What follows belongs to an exercise in optimizing a design on an open flow for small area, a short achievable clock period and few clock cycles per item; a production flow would make more cautious choices. At most, simulation tests tie the RTL to the original design; equivalence was not proved.

== v32 ==
## rgb_to_hue_saturation_top
module rgb_to_hue_saturation_top (
    input  logic       i_clk,
    input  logic       i_rst_n,
    input  logic       i_valid,
    output logic       o_ready,
    input  logic [7:0] i_red,
    input  logic [7:0] i_green,
    input  logic [7:0] i_blue,
    output logic       o_valid,
    input  logic       i_ready,
    output logic [7:0] o_hue,
    output logic [7:0] o_saturation
);
    logic w_en;
    logic [9:0] r_vld;
    logic [0:0] w_c_rg_0;
    logic [0:0] w_c_rb_0;
    logic [0:0] w_c_gb_0;
    logic [7:0] r1_B;
    logic [7:0] r1_G;
    logic [7:0] r1_R;
    logic [0:0] r1_c_gb;
    logic [0:0] r1_c_rb;
    logic [0:0] r1_c_rg;
    logic [0:0] w_rmx_0;
    logic [0:0] w_gmx_0;
    logic [2:0] w_j_0;
    logic [7:0] w_vmx_0;
    logic [7:0] w_vmn_0;
    logic [7:0] w_vmd_0;
    logic [0:0] w_odd_0;
    logic [7:0] w_ra_0;
    logic [7:0] w_rb_0;
    logic [7:0] w_d_0;
    logic [7:0] w_rp_0;
    logic [0:0] w_nzd_0;
    logic [0:0] w_nzr_0;
    logic [7:0] w_mx_0;
    logic [7:0] r2_d;
    logic [2:0] r2_j;
    logic [7:0] r2_mx;
    logic [0:0] r2_nzd;
    logic [0:0] r2_nzr;
    logic [7:0] r2_rp;
    logic [2:0] w_cs_0;
    logic [2:0] w_ch_0;
    logic [0:0] w_hl1_0;
    logic [0:0] w_hl2_0;
    logic [0:0] w_hl3_0;
    logic [0:0] w_hl4_0;
    logic [0:0] w_hl5_0;
    logic [0:0] w_hl6_0;
    logic [8:0] w_hh9_0;
    logic [8:0] w_sh9_0;
    logic [9:0] w_hdf_0;
    logic [9:0] w_sdf_0;
    logic [0:0] w_hq7_0;
    logic [0:0] w_sq7_0;
    logic [7:0] w_hr7_0;
    logic [7:0] w_sr7_0;
    logic [8:0] w_hh9_1;
    logic [7:0] w_sr_0;
    logic [2:0] w_hm_0;
    logic [7:0] r3_d;
    logic [8:0] r3_hh9;
    logic [0:0] r3_hl1;
    logic [0:0] r3_hl2;
    logic [0:0] r3_hl3;
    logic [0:0] r3_hl4;
    logic [0:0] r3_hl5;
    logic [2:0] r3_hm;
    logic [2:0] r3_j;
    logic [7:0] r3_mx;
    logic [0:0] r3_sq7;
    logic [7:0] r3_sr;
    logic [8:0] w_sh9_1;
    logic [9:0] w_hdf_1;
    logic [9:0] w_sdf_1;
    logic [0:0] w_hq6_0;
    logic [0:0] w_sq6_0;
    logic [7:0] w_hr6_0;
    logic [7:0] w_sr6_0;
    logic [8:0] w_hh9_2;
    logic [7:0] w_sr_1;
    logic [0:0] w_hb6_0;
    logic [1:0] w_ha6_0;
    logic [2:0] w_hm_1;
    logic [7:0] r4_d;
    logic [8:0] r4_hh9;
    logic [0:0] r4_hl1;
    logic [0:0] r4_hl2;
    logic [0:0] r4_hl3;
    logic [0:0] r4_hl4;
    logic [2:0] r4_hm;
  ...
clock: 5.5 ns
lec_check: 0
cap_margin: 20
core_margin: 2
core_utilization: 40
cts_buf_list: sky130_fd_sc_hd__clkbuf_4 sky130_fd_sc_hd__clkbuf_8
cts_cluster_diameter: 80
cts_cluster_size: 20
setup_slack_margin: 2.6
slew_margin: 20
run.sh (not shown) runs the stock make flow with config.mk's settings and CLKGATE_MAP_FILE= SYNTH_SCRIPT=/design/flow/synth_recipe.tcl, a recipe that flattens the netlist after the stock synthesis.
Testbench counts of v32, summed over its fixed seeds: cycles 16,080, items 16,000.
#### Input delta (v7 over v32)
Settings: putting TNS_END_PERCENT at 20 where nothing was set.
Findings:
Sequential share of layout area in v7 is 0.18 points higher than in v32. v7 reports a higher endpoint arrival time on the critical path than v32 does. Share of final layout cell area taken by clock buffers and inverters: v7 vs v32 up 0.15 points. v7 vs v32 — wire length climbed slightly. On v7: layout overhead on the synthesized area is 0.42 points lower than what v32 gave. v7 against v32: total instance count after detailed placement essentially unchanged.
### v7 -> v14
Settings: TNS_END_PERCENT removed (was 20); SETUP_SLACK_MARGIN changed from 2.6 to 2.5; ABC_CLOCK_PERIOD_IN_PS newly set to 3000.
--- outcome ---
v14 went all the way through the flow, and no timing, DRC or antenna check failed. Sort v14 and v7 by final period demand of the worst path desc -> top: v7. v7 → v14: wire length on met1 saw a decrease, final area fell 150 µm². Between v14 and v7, the instance area after placement figures differ only marginally. v14 vs. v7: clock network area share went down by 0.29 points. Cell total after placement came out exactly the same in v14 and v7.

========
Another version of the RTL of rgb_to_hue_saturation_top (not shown whole).
For scale: roughly 1800 cells after synthesis, ~46 I/O pins, about 22000 sq um of cells after synthesis.
clock: 5.5 ns
lec_check: 0
abc_clock_period_in_ps: 3000
cap_margin: 20
core_margin: 2
core_utilization: 40
cts_buf_list: sky130_fd_sc_hd__clkbuf_4 sky130_fd_sc_hd__clkbuf_8
setup_slack_margin: 2.5
slew_margin: 20
Rerun with:
ABC_CLOCK_PERIOD_IN_PS = 2750   (was 3000)
SETUP_SLACK_MARGIN = 2.75   (was 2.5)
- flip-flop and latch count stays the same
- cell area is higher by a few percent
- utilization goes up by 1.7 points
- non-clock buffer count rises by 57
- via count rose by a few percent
- die area is unchanged
- clock skew decreases by 0.021 ns
- routed wire length went up by a few percent
- synthesized cell count does not change
No run of this note included a check of the RTL's function; only the layout flow was run.

========
Another version of the RTL of rgb_to_hue_saturation_top (not shown whole).
Size in the first run: ~1900 cells after synthesis, ~450 flip-flops, about 24000 um^2 of cells after synthesis.
clock: 5.5 ns
lec_check: 0
abc_clock_period_in_ps: 3000
cap_margin: 20
core_margin: 2
core_utilization: 40
setup_slack_margin: 2.5
slew_margin: 20
Testbench counts at the start, summed over its fixed seeds: cycles 16,088, items 16,000.
==> next run, changes <==
--- a/flow/config.mk
+++ b/flow/config.mk
@@ -8 +8 @@
-export ABC_CLOCK_PERIOD_IN_PS = 3000
+export ABC_CLOCK_PERIOD_IN_PS = 2500
@@ -12 +12 @@
-export SETUP_SLACK_MARGIN = 2.5
+export SETUP_SLACK_MARGIN = 3.0
Outcome:
- final area is higher by a few percent
- synthesized area is unchanged
- die area stays the same

========
rgb_to_hue_saturation_top with an RTL version that a note above also has.
Size in the first run: roughly 1900 cells after synthesis, about 410 flip-flops, roughly 46 I/O pins, about 0.023 mm^2 of cells after synthesis.
// rgb_to_hue_saturation_top
module rgb_to_hue_saturation_top (
    input  logic       i_clk,
    input  logic       i_rst_n,
    input  logic       i_valid,
    output logic       o_ready,
    input  logic [7:0] i_red,
    input  logic [7:0] i_green,
    input  logic [7:0] i_blue,
    output logic       o_valid,
    input  logic       i_ready,
    output logic [7:0] o_hue,
    output logic [7:0] o_saturation
);
    logic w_en;
    logic [9:0] r_vld;
    logic [0:0] w_c_rg_0;
    logic [0:0] w_c_rb_0;
    logic [0:0] w_c_gb_0;
    logic [7:0] r1_B;
    logic [7:0] r1_G;
    logic [7:0] r1_R;
    logic [0:0] r1_c_gb;
    logic [0:0] r1_c_rb;
    logic [0:0] r1_c_rg;
    logic [0:0] w_rmx_0;
    logic [0:0] w_gmx_0;
    logic [2:0] w_j_0;
    logic [7:0] w_vmx_0;
    logic [7:0] w_vmn_0;
    logic [7:0] w_vmd_0;
    logic [0:0] w_odd_0;
    logic [7:0] w_ra_0;
    logic [7:0] w_rb_0;
    logic [7:0] w_d_0;
    logic [7:0] w_rp_0;
    logic [0:0] w_nzd_0;
    logic [0:0] w_nzr_0;
    logic [7:0] w_mx_0;
    logic [7:0] r2_d;
    logic [2:0] r2_j;
    logic [7:0] r2_mx;
    logic [0:0] r2_nzd;
    logic [0:0] r2_nzr;
    logic [7:0] r2_rp;
    logic [2:0] w_cs_0;
  ...
==> flow/config.mk <==
export PLATFORM = sky130hd
export DESIGN_NAME = rgb_to_hue_saturation_top
export DESIGN_NICKNAME = rgb_to_hue_saturation_top
export VERILOG_FILES = /design/flow/design.v
export SDC_FILE = /design/flow/constraint.sdc
export NUM_CORES = 4
export LEC_CHECK = 0
export CAP_MARGIN = 20
export CORE_MARGIN = 2
export CORE_UTILIZATION = 40
export CTS_BUF_LIST = sky130_fd_sc_hd__clkbuf_4 sky130_fd_sc_hd__clkbuf_8
export CTS_CLUSTER_DIAMETER = 80
export CTS_CLUSTER_SIZE = 20
export SETUP_SLACK_MARGIN = 2.4
export SLEW_MARGIN = 20
==> flow/constraint.sdc <==
create_clock -name core_clock -period 5.5 [get_ports {i_clk}]
set_input_delay 1.1000 -clock core_clock [delete_from_list [all_inputs] [get_ports {i_clk}]]
set_output_delay 1.1000 -clock core_clock [all_outputs]
set_load 0.01 [all_outputs]
Testbench counts at the start, summed over its fixed seeds: cycles 16,080, items 16,000.
Rerun with:
- SETUP_SLACK_MARGIN: 2.4 -> 2.55
Effect:
- routed wire length climbs by 1.8%
- cell count went up by 1.5%
- setup slack gets better by 110 ps

========
Starting RTL as in the previous note.
Settings: LEC_CHECK=0, ABC_CLOCK_PERIOD_IN_PS=3000, CAP_MARGIN=20, CORE_MARGIN=2, CORE_UTILIZATION=40, CTS_BUF_LIST=sky130_fd_sc_hd__clkbuf_8 sky130_fd_sc_hd__clkbuf_16, CTS_CLUSTER_DIAMETER=80, CTS_CLUSTER_SIZE=24, SETUP_SLACK_MARGIN=2.5, SLEW_MARGIN=20; clock period 5.5 ns.
The first run passed the timing, DRC and antenna checks.
Testbench counts at the start, summed over its fixed seeds: cycles 16,080, items 16,000.
Change:
- ABC_CLOCK_PERIOD_IN_PS: 3000 -> 3600
- CTS_BUF_LIST: sky130_fd_sc_hd__clkbuf_8 sky130_fd_sc_hd__clkbuf_16 -> sky130_fd_sc_hd__clkbuf_4 sky130_fd_sc_hd__clkbuf_8
- CTS_CLUSTER_SIZE: 24 -> 20
Global-route usage barely changes. Synthesized cell count is unchanged. Final area came out lower by 0.85%.
Change:
- ABC_CLOCK_PERIOD_IN_PS: 3600 -> 2400
After rerunning:
- The changed run passed the timing, DRC and antenna checks
- cell count stays the same
- die area stays the same
- synthesized area is unchanged
- design area does not change
- core utilization does not change
- global-route usage does not change
- hold slack stays the same

========
Another version of the RTL of rgb_to_hue_saturation_top (not shown whole).
For scale: roughly 2,100 cells after synthesis, ~460 flip-flops, about 46 I/O pins, about 0.025 sq mm of cells after synthesis.
clock: 5.5 ns
lec_check: 0
abc_clock_period_in_ps: 2500
cap_margin: 20
core_margin: 2
core_utilization: 40
setup_slack_margin: 3.0
slew_margin: 20
The first run finished clean.
Rerun with:
ABC_CLOCK_PERIOD_IN_PS = 3000   (was 2500)
SETUP_SLACK_MARGIN = 2.5   (was 3.0)
After rerunning: The new run completed with no timing, DRC or antenna violations. Design area falls by 6.9%. Worst setup slack improved by 0.030 ns. Cell count falls by 3.3%. Clock skew rises by 0.019 ns. Utilization falls by 3.5 points. Sequential share of layout area rises by 3.2 points. First-iteration DRC count falls by 12%. Wire length falls by 8.5%.
No functional check of the RTL was part of any run of this note.

========
## the previous run
Another version of the RTL of rgb_to_hue_saturation_top (not shown whole).
Size: about 1800 cells after synthesis, roughly 460 flip-flops.
==> flow/config.mk <==
export PLATFORM = sky130hd
export DESIGN_NAME = rgb_to_hue_saturation_top
export DESIGN_NICKNAME = rgb_to_hue_saturation_top
export VERILOG_FILES = /design/flow/design.v
export SDC_FILE = /design/flow/constraint.sdc
export NUM_CORES = 4
export LEC_CHECK = 0
export ABC_CLOCK_PERIOD_IN_PS = 2750
export CAP_MARGIN = 20
export CORE_MARGIN = 2
export CORE_UTILIZATION = 40
export CTS_BUF_LIST = sky130_fd_sc_hd__clkbuf_4 sky130_fd_sc_hd__clkbuf_8
export SETUP_SLACK_MARGIN = 2.75
export SLEW_MARGIN = 20
==> flow/constraint.sdc <==
create_clock -name core_clock -period 5.5 [get_ports {i_clk}]
set_input_delay 1.1000 -clock core_clock [delete_from_list [all_inputs] [get_ports {i_clk}]]
set_output_delay 1.1000 -clock core_clock [all_outputs]
set_load 0.01 [all_outputs]
## Diff of input files: the current run against the previous run
Settings: SETUP_SLACK_MARGIN now 3.0, was 2.75; ABC_CLOCK_PERIOD_IN_PS now 2500, was 2750.
==> comparison <==
Every stage of the flow completed for the current run, and the final layout passed the timing, DRC and antenna checks. In the metrics for the current run and the previous run, the one carrying the lower worst setup slack is the current run. The lower number of iterations in the first detailed-routing pass of the current run and the previous run is in the previous run. In the current run, the post-layout net count came out 31 above the value in the previous run. The previous run → the current run: wire length of the first global-routing pass has remained practically unchanged, via count of the first global-routing pass has remained practically unchanged, timing-limited maximum frequency has decreased. | worst endpoint data arrival time | higher: the current run |. Taking the previous run as the reference, in the current run part of the cycle the worst path needs climbed 0.98 points.
Function was not checked in any run of this note: the RTL went through the layout flow alone.

========
rgb_to_hue_saturation_top with an RTL version that a note above also has.
Size in the first run: about 1900 cells after synthesis, ~410 flip-flops, ~23000 um^2 of cells after synthesis.
make LEC_CHECK=0 CAP_MARGIN=20 CORE_MARGIN=2 CORE_UTILIZATION=40 CTS_BUF_LIST='sky130_fd_sc_hd__clkbuf_4 sky130_fd_sc_hd__clkbuf_8' CTS_CLUSTER_DIAMETER=80 CTS_CLUSTER_SIZE=20 SETUP_SLACK_MARGIN=2.7 SLEW_MARGIN=20 finish   # period 5.5 ns
Testbench counts at the start, summed over its fixed seeds: cycles 16,080, items 16,000.
Change:
--- a/flow/config.mk
+++ b/flow/config.mk
@@ -13,3 +13,4 @@
 export CTS_CLUSTER_SIZE = 20
-export SETUP_SLACK_MARGIN = 2.7
+export SETUP_SLACK_MARGIN = 2.8
 export SLEW_MARGIN = 20
+export TNS_END_PERCENT = 5
Outcome: The changed run went through all stages and came out clean; wire length fell by 0.98%; cell count barely changes; global-route usage shrinks by 0.14 points; die area stays the same; worst setup slack degrades by 32 ps; fmax shrinks by 1.1%; synthesized cell count is unchanged.
Change:
--- a/flow/config.mk
+++ b/flow/config.mk
@@ -7,2 +7,3 @@
 export LEC_CHECK = 0
+export ABC_CLOCK_PERIOD_IN_PS = 3300
 export CAP_MARGIN = 20
@@ -13,4 +14,3 @@
 export CTS_CLUSTER_SIZE = 20
-export SETUP_SLACK_MARGIN = 2.8
+export SETUP_SLACK_MARGIN = 2.2
 export SLEW_MARGIN = 20
-export TNS_END_PERCENT = 5
Result:
- The changed run completed without violations
- cell area came out lower by a few percent
- count of clock-buffer cells in the layout stays the same
- setup slack degrades by 270 ps
- routed wire length fell by a few percent
- register-to-register slack got worse by 220 ps
- hold slack gains 6.4 ps
- flip-flop and latch count stays the same
- first-iteration DRC count shrinks by a few percent
- non-clock buffer count goes down by 46
Change:
--- a/flow/config.mk
+++ b/flow/config.mk
@@ -7,3 +7,3 @@
 export LEC_CHECK = 0
-export ABC_CLOCK_PERIOD_IN_PS = 3300
+export ABC_CLOCK_PERIOD_IN_PS = 3000
 export CAP_MARGIN = 20
@@ -12,5 +12,3 @@
 export CTS_BUF_LIST = sky130_fd_sc_hd__clkbuf_4 sky130_fd_sc_hd__clkbuf_8
-export CTS_CLUSTER_DIAMETER = 80
-export CTS_CLUSTER_SIZE = 20
-export SETUP_SLACK_MARGIN = 2.2
+export SETUP_SLACK_MARGIN = 2.5
 export SLEW_MARGIN = 20
Setup slack improved by 180 ps.
Design area grows by a few percent.
Final cell count grows by a few percent.
Global-route usage grows by 0.91 points.
Critical path depth grows by 11.
Flip-flop and latch count does not change.
Die area stays the same.

========
Another version of the RTL of rgb_to_hue_saturation_top (not shown whole).
Size: ~1,900 cells after synthesis, roughly 430 flip-flops, roughly 46 I/O pins, about 23,000 µm² of cells after synthesis.
==> flow/config.mk <==
export PLATFORM = sky130hd
export DESIGN_NAME = rgb_to_hue_saturation_top
export DESIGN_NICKNAME = rgb_to_hue_saturation_top
export VERILOG_FILES = /design/flow/design.v
export SDC_FILE = /design/flow/constraint.sdc
export NUM_CORES = 4
export LEC_CHECK = 0
export ABC_CLOCK_PERIOD_IN_PS = 3000
export CAP_MARGIN = 20
export CORE_MARGIN = 2
export CORE_UTILIZATION = 40
export CTS_BUF_LIST = sky130_fd_sc_hd__clkbuf_4 sky130_fd_sc_hd__clkbuf_8
export SETUP_SLACK_MARGIN = 2.5
export SLEW_MARGIN = 20
==> flow/constraint.sdc <==
create_clock -name core_clock -period 5.5 [get_ports {i_clk}]
set_input_delay 1.1000 -clock core_clock [delete_from_list [all_inputs] [get_ports {i_clk}]]
set_output_delay 1.1000 -clock core_clock [all_outputs]
set_load 0.01 [all_outputs]
The baseline completed without violations.
Change:
- CORE_UTILIZATION: 40 -> 60
What happened: The new run went through all stages and came out clean; final cell count went down by a little under a tenth; fmax went down slightly; final area went down slightly; clock skew went down by 0.0062 ns.
No run of this note included a check of the RTL's function; only the layout flow was run.

## afterwards: timing with drivers on the ports
The flow's constraints put no driver on any port. The routed layouts listed below were extracted and timed again, unchanged, in two steps. Step 1: set_driving_cell puts a clkbuf_16 on i_clk and a buf_2 on each other input, an assumption about the parent block. Step 2 moves the port delays by t, midway between the first and last clock arrival at a register: inputs arrive t later, outputs are due t later. That takes back most of the time a late clock gives input paths. a / b / c = no drivers / after step 1 / after step 2; a / b = the first two.
run | t (ns) | slack for setup (ns) | worst setup path at the end | cell pins on the clock port's net
v32 | 0.684 | 2.617 / 2.617 / 2.377 | input to register | 1
v7 | 0.685 | 2.545 / 2.529 / 2.386 | input to register | 1
v14 | 0.687 | 2.552 / 2.533 / 2.384 | input to register | 1
the first run of note 2 | 0.677 | 2.438 / 2.438 / 2.302 | input to register | 1
the second run of note 2 | 0.680 | 2.424 / 2.424 / 2.315 | input to register | 1
the first run of note 3 | 0.650 | 2.357 / 2.357 / 2.169 | input to register | 1
the second run of note 3 | 0.650 | 2.427 / 2.427 / 2.427 | register to register | 1
the first run of note 4 | 0.703 | 2.488 / 2.470 / 2.367 | input to register | 1
the second run of note 4 | 0.680 | 2.596 / 2.583 / 2.259 | input to register | 1
the first run of note 5 | 0.635 | 2.534 / 2.515 / 2.374 | input to register | 1
the second run of note 5 | 0.687 | 2.552 / 2.533 / 2.384 | input to register | 1
the third run of note 5 | 0.687 | 2.552 / 2.533 / 2.384 | input to register | 1
the first run of note 6 | 0.642 | 2.270 / 2.270 / 2.270 | register to register | 1
the second run of note 6 | 0.641 | 2.299 / 2.299 / 2.299 | register to register | 1
the previous run | 0.692 | 2.407 / 2.407 / 2.031 | input to register | 1
the current run | 0.687 | 2.354 / 2.354 / 1.929 | input to register | 1
the first run of note 8 | 0.692 | 2.589 / 2.589 / 2.389 | input to register | 1
the second run of note 8 | 0.686 | 2.556 / 2.556 / 2.389 | input to register | 1
the third run of note 8 | 0.689 | 2.287 / 2.267 / 2.267 | input to output | 1
the fourth run of note 8 | 0.674 | 2.468 / 2.468 / 2.385 | input to register | 1
the first run of note 9 | 0.671 | 2.512 / 2.512 / 2.228 | input to register | 1
the second run of note 9 | 0.655 | 2.503 / 2.503 / 2.222 | input to register | 1
After both steps setup and hold are still met in every run listed. For the current run, which loses most, drivers alone change the setup slack by 0.000 ns; drivers and shift together by -0.425 ns.
